Background: an optimization exercise with open tools, aiming at small area and a short achievable clock period. Do not read the settings as production practice. Only simulation tests tie the RTL to the original design; equivalence was not proved. No driver is modelled on the clock port, so clocking that relies on it looks cheaper here than on a real chip. No activity file was given, so power comes from the tool's default toggle rates.

==> v19: inputs <==
==> flow/design.v (excerpt) <==
module mem_stage_ctrl (
   input  logic        clk,
   input  logic        rst,
   input  logic [31:0] pc_in,
   output logic [31:0] pc,
   input  logic        MEM_R_EN,
   input  logic        MEM_W_EN,
   input  logic        mem_byte,
   input  logic [31:0] ALU_Res,
   input  logic [31:0] Val_Rm,
   output logic [31:0] memory_out,
   output logic        ready,
   output logic        addr_err
);
==> module mem_stage_ctrl, before the edit <==
module mem_stage_ctrl (
   input  logic        clk,
   input  logic        rst,
   input  logic [31:0] pc_in,
   output logic [31:0] pc,
   input  logic        MEM_R_EN,
   input  logic        MEM_W_EN,
   input  logic        mem_byte,
   input  logic [31:0] ALU_Res,
   input  logic [31:0] Val_Rm,
   output logic [31:0] memory_out,
   output logic        ready,
   output logic        addr_err
);
   logic req;
   assign req = MEM_R_EN | MEM_W_EN;
   logic nidle_q, busy_q, ndone_q, w1_q, w2_q, idle;
   assign idle = ~nidle_q;
   always_ff @(posedge clk or posedge rst) begin
      if (rst) begin
         nidle_q <= 1'b0;
         busy_q  <= 1'b0;
         ndone_q <= 1'b1;
         w1_q    <= 1'b0;
         w2_q    <= 1'b0;
      end else begin
         nidle_q <= (idle & req) | w1_q | w2_q;
         busy_q  <= (idle & req) | w1_q;
         ndone_q <= ~w2_q;
         w1_q    <= idle & req;
         w2_q    <= w1_q;
      end
   end
   logic [1:0] ph_q, ph_d;
   assign ph_d = ph_q + 2'd1;
   always_ff @(posedge clk or posedge rst) begin
      if (rst) ph_q <= '0;
      else     ph_q <= ph_d;
   end
   logic        in_rng;
   logic [1:0]  lane_q, j_q, j_d;
   logic        byte_q, wr_q, oor_q;
   logic [15:0] ring_q, ring_d;
   logic [31:0] wd_q;
   logic [3:0]  be_q;
   assign in_rng = (ALU_Res[31:8] == 24'h000004) & (mem_byte | (ALU_Res[1:0] == 2'b00));
   always_comb begin
      for (int r = 0; r < 16; r++) ring_d[r] = idle ? (ALU_Res[7:4] == 4'(r)) : ring_q[r];
      j_d = idle ? ALU_Res[3:2] : j_q;
   end
   always_ff @(posedge clk) begin
      ring_q <= ring_d;
      j_q    <= j_d;
      if (idle) begin
         lane_q <= ALU_Res[1:0];
         byte_q <= mem_byte;
         wr_q   <= MEM_W_EN;
         oor_q  <= ~in_rng;
         for (int l = 0; l < 4; l++)
            be_q[l] <= ~mem_byte | (ALU_Res[1:0] == 2'(l));
      end
   end
   logic [1:0] slot_d;
   assign slot_d = j_d + ph_d;
   logic pend_q, pend_d, wr3_q, wr3_n_q;
   assign pend_d = (idle & MEM_W_EN & in_rng) | (pend_q & ~wr3_q);
   always_ff @(posedge clk or posedge rst) begin
      if (rst) begin
         pend_q  <= 1'b0;
         wr3_q   <= 1'b0;
         wr3_n_q <= 1'b1;
      end else begin
         pend_q  <= pend_d;
         wr3_q   <= pend_d & (slot_d == 2'd3);
         wr3_n_q <= ~(pend_d & (slot_d == 2'd3));
      end
   end
   logic [31:0] tsel_n_q;
   always_ff @(posedge clk) begin
      for (int r = 0; r < 16; r++) begin
         tsel_n_q[2*r]     <= ~(ring_d[r] & (slot_d == 2'd1));
         tsel_n_q[2*r + 1] <= ~(ring_d[r] & (slot_d == 2'd3));
      end
   end
   logic        vring;
   logic [31:0] rtap;
   logic rd1;
   assign rd1 = w1_q & ~wr_q & ~slot_d[0];    
   always_ff @(posedge clk) begin
      if (idle) begin
         for (int l = 0; l < 4; l++)
            wd_q[l*8 +: 8] <= mem_byte ? ((ALU_Res[1:0] == 2'(l)) ? Val_Rm[7:0] : 8'h00)
                                       : Val_Rm[l*8 +: 8];
      end else if (rd1) begin
         wd_q <= rtap;
      end
   end
   mem_array u_mem_array (
      .clk    (clk),
      .rst    (rst),
      .ring   (ring_q),
      .wr3    (wr3_q),
      .wr3_n  (wr3_n_q),
      .be     (be_q),
      .wdata  (wd_q),
      .tsel_n (tsel_n_q),
      .vslot  (j_q + ph_q),
      .vring  (vring),
      .rtap   (rtap)
   );
   logic       ld, ok, ld_n_q, ow2_q, ow1_q;
   logic [3:0] ob2_q, ob1_q, ob;
   always_comb begin
      ld = w1_q & ~wr_q;
      ok = ld & ~oor_q & vring;
      for (int l = 0; l < 4; l++)
         ob[l] = ok & (byte_q ? (lane_q == 2'(l)) : (l == 0));
   end
   always_ff @(posedge clk or posedge rst) begin
      if (rst) begin
         ld_n_q <= 1'b1;
         ow2_q  <= 1'b0;
         ow1_q  <= 1'b0;
         ob2_q  <= '0;
         ob1_q  <= '0;
      end else begin
         ld_n_q <= ~ld;
         ow2_q  <= ok & ~byte_q & slot_d[0];
         ow1_q  <= ok & ~byte_q & ~slot_d[0];
         ob2_q  <= ob & {4{slot_d[0]}};
         ob1_q  <= ob & {4{~slot_d[0]}};
      end
   end
   logic [31:0] mout_q, mout_d;
   always_comb begin
      mout_d[31:8] = (rtap[31:8] & {24{ow2_q}}) | (wd_q[31:8] & {24{ow1_q}}) | (mout_q[31:8] & {24{ld_n_q}});
      mout_d[7:0]  = mout_q[7:0] & {8{ld_n_q}};
      for (int l = 0; l < 4; l++)
         mout_d[7:0] = mout_d[7:0] | (rtap[l*8 +: 8] & {8{ob2_q[l]}}) | (wd_q[l*8 +: 8] & {8{ob1_q[l]}});
   end
   logic err_q;
   always_ff @(posedge clk or posedge rst) begin
      if (rst) begin
         mout_q <= '0;
         err_q  <= 1'b0;
      end else begin
         mout_q <= mout_d;
         err_q  <= w2_q & oor_q;
      end
   end
   assign memory_out = mout_q;
   assign addr_err   = err_q;
   assign ready      = ~((MEM_R_EN | MEM_W_EN | busy_q) & ndone_q);
   assign pc         = pc_in;
endmodule
clock: 6.0 ns
lec_check: 0
cap_margin: 10
core_margin: 2
core_utilization: 45
setup_slack_margin: 3.5
slew_margin: 10
standard.sh (not shown) runs the stock make flow with config.mk's settings and CLKGATE_MAP_FILE= SYNTH_SCRIPT=/design/flow/synth_recipe.tcl, a recipe that flattens the netlist after the stock synthesis.
==> flow/flow/run.sh <==
#!/bin/bash
# Layout flow: the standard flow (standard.sh), with two changes:
#  - port buffers are plain buf_2 cells instead of the delay buffers buffer_ports picks by default;
#  - CTS does not add dummy loads, and clusters up to 24 sinks (80 um) per leaf buffer.
# Each tool's output stays in the ORFS logs; standard.sh's own output goes to standard.log.
cp standard.sh standard_sh.txt
export BUFFER_PORTS_ARGS="-buffer_cell sky130_fd_sc_hd__buf_2"
export CTS_ARGS="-sink_clustering_enable -repair_clock_nets -dont_use_dummy_load -sink_clustering_size 24 -sink_clustering_max_diameter 80"
bash standard.sh > standard.log 2>&1
rc=$?
grep -h "RSZ-002[78]\|Dummy loads\|CTS-0018" orfs/logs/*/*/*/3_3_place_gp.log orfs/logs/*/*/*/4_1_cts.log 2>/dev/null
exit $rc
==> v10: changes against v19 <==
--- a/flow/design.v
+++ b/flow/design.v
@@ -70,3 +70,3 @@
    assign req = MEM_R_EN | MEM_W_EN;
-   logic nidle_q, busy_q, ndone_q, w1_q, w2_q, idle;
+   logic nidle_q, idle_r, busy_q, w1_q, w2_q, idle;
    assign idle = ~nidle_q;
@@ -75,4 +75,4 @@
          nidle_q <= 1'b0;
+         idle_r  <= 1'b1;
          busy_q  <= 1'b0;
-         ndone_q <= 1'b1;
          w1_q    <= 1'b0;
@@ -81,4 +81,4 @@
          nidle_q <= (idle & req) | w1_q | w2_q;
+         idle_r  <= ~((idle & req) | w1_q | w2_q);
          busy_q  <= (idle & req) | w1_q;
-         ndone_q <= ~w2_q;
          w1_q    <= idle & req;
@@ -206,3 +206,3 @@
    assign addr_err   = err_q;
-   assign ready      = ~((MEM_R_EN | MEM_W_EN | busy_q) & ndone_q);
+   assign ready      = ~(busy_q | (idle_r & (MEM_R_EN | MEM_W_EN)));
    assign pc         = pc_in;
--- a/flow/config.mk
+++ b/flow/config.mk
@@ -7,6 +7,6 @@
 export LEC_CHECK = 0
-export CAP_MARGIN = 10
+export CAP_MARGIN = 20
 export CORE_MARGIN = 2
-export CORE_UTILIZATION = 45
-export SETUP_SLACK_MARGIN = 3.5
-export SLEW_MARGIN = 10
+export CORE_UTILIZATION = 55
+export SETUP_SLACK_MARGIN = 3.3
+export SLEW_MARGIN = 20
==> v31: changes against v19 <==
==> flow/flow/run.sh (replaced) <==
#!/bin/bash
# Layout flow: the standard flow (standard.sh), with two changes:
#  - port buffers are plain buf_2 cells instead of the delay buffers buffer_ports picks by default;
#  - CTS does not add dummy loads, and clusters up to 24 sinks (80 um) per leaf buffer, with clkbuf_8 or clkbuf_16 buffers.
# Each tool's output stays in the ORFS logs; standard.sh's own output goes to standard.log.
cp standard.sh standard_sh.txt
export BUFFER_PORTS_ARGS="-buffer_cell sky130_fd_sc_hd__buf_2"
export CTS_ARGS="-sink_clustering_enable -repair_clock_nets -dont_use_dummy_load -sink_clustering_size 24 -sink_clustering_max_diameter 80 -buf_list {sky130_fd_sc_hd__clkbuf_8 sky130_fd_sc_hd__clkbuf_16}"
bash standard.sh > standard.log 2>&1
rc=$?
grep -h "RSZ-002[78]\|Dummy loads\|CTS-0018" orfs/logs/*/*/*/3_3_place_gp.log orfs/logs/*/*/*/4_1_cts.log 2>/dev/null
exit $rc
--- a/flow/config.mk
+++ b/flow/config.mk
@@ -7,3 +7,3 @@
 export LEC_CHECK = 0
-export CAP_MARGIN = 10
+export CAP_MARGIN = 20
 export CORE_MARGIN = 2
@@ -11,2 +11,2 @@
 export SETUP_SLACK_MARGIN = 3.5
-export SLEW_MARGIN = 10
+export SLEW_MARGIN = 20
==> reports/results.tsv <==
metric	value	unit
Reg clk slew, reported paths	0.11	ns
antenna diode instance count	4	
Via Count	38527	
leak pwr	26.23	nW
synth top area cells	dfxtp_1, a22o_1, o22ai_1	
Fill cells	11463	
die height	367.1	µm
Worst EP arrival	1.65	ns
crit path max fanout	2	
latest clock arrival within the worst-skew pair	0.75	ns
initial antenna violation count	7	
status	finished clean	
post-synthesis adder-cell area fraction	0.0004218	
crit path time final	2.854	ns
#MultiIn Comb	1783	
Starting DRT DRC Count	5704	
power in combinational cells	0.00486	W
(the above is from v31)
==> reports/results.tsv <==
metric	value	unit
status	finished clean	
Reg clk slew, reported paths	0.10	ns
Starting DRT DRC Count	5618	
synth top area cells	dfxtp_1, a22o_1, o22ai_1	
GPL Wtd Cong	1.054	
setup clock skew after layout	0.05278	ns
Area Growth Syn to Fin	10.64	%
post-synthesis adder-cell area fraction	0.0004218	
Fill cells	11481	
crit path max fanout	2	
initial antenna violation count	9	
Via Count	38473	
crit path time final	2.850	ns
power in combinational cells	0.00484	W
Worst EP arrival	1.65	ns
flop2flop setup slack	3.39	ns
(the above is from v19)
==> reports/results.tsv <==
metric	value	unit
status	finished clean	
crit path max fanout	17	
power in combinational cells	0.00483	W
die height	332.4	µm
latest clock arrival within the worst-skew pair	0.73	ns
#MultiIn Comb	1781	
Fill cells	8503	
leak pwr	26.17	nW
Worst EP arrival	3.56	ns
initial antenna violation count	6	
Reg clk slew, reported paths	0.10	ns
(the above is from v10)

-- what the ideal ports hide --
The flow's constraints put no driver on any port. The routed layouts listed below were extracted and timed again, unchanged, in two steps.
Step 1 (the two cells are an assumption about what drives the block):
set clk [get_ports {clk}]
set_driving_cell -lib_cell sky130_fd_sc_hd__clkbuf_16 $clk
set_driving_cell -lib_cell sky130_fd_sc_hd__buf_2 [delete_from_list [all_inputs] $clk]
Step 2 adds t to the input delays and takes it off the output delays; t is the mean of the earliest and latest rising clock arrival at the registers after step 1. Input paths then give back, and output paths get back, about the clock's delay inside the block.
a / b / c = no drivers / after step 1 / after step 2; a / b = the first two.
run	shift t [ns]	setup WS [ns]	hold slack, ns	clock arrival spread, ns	cell pins on the clock port's net
v19	0.808	3.150 / 3.117 / 2.869	0.283 / 0.283 / 0.283	0.074 / 0.074	1
v10	0.784	3.102 / 3.102 / 2.892	0.289 / 0.289 / 0.289	0.038 / 0.038	1
v31	0.804	3.146 / 3.115 / 2.918	0.297 / 0.297 / 0.297	0.075 / 0.075	1
After both steps every run listed still meets setup and hold. For v19, which loses most, drivers alone change the setup slack by -0.033 ns; drivers and shift together by -0.281 ns.
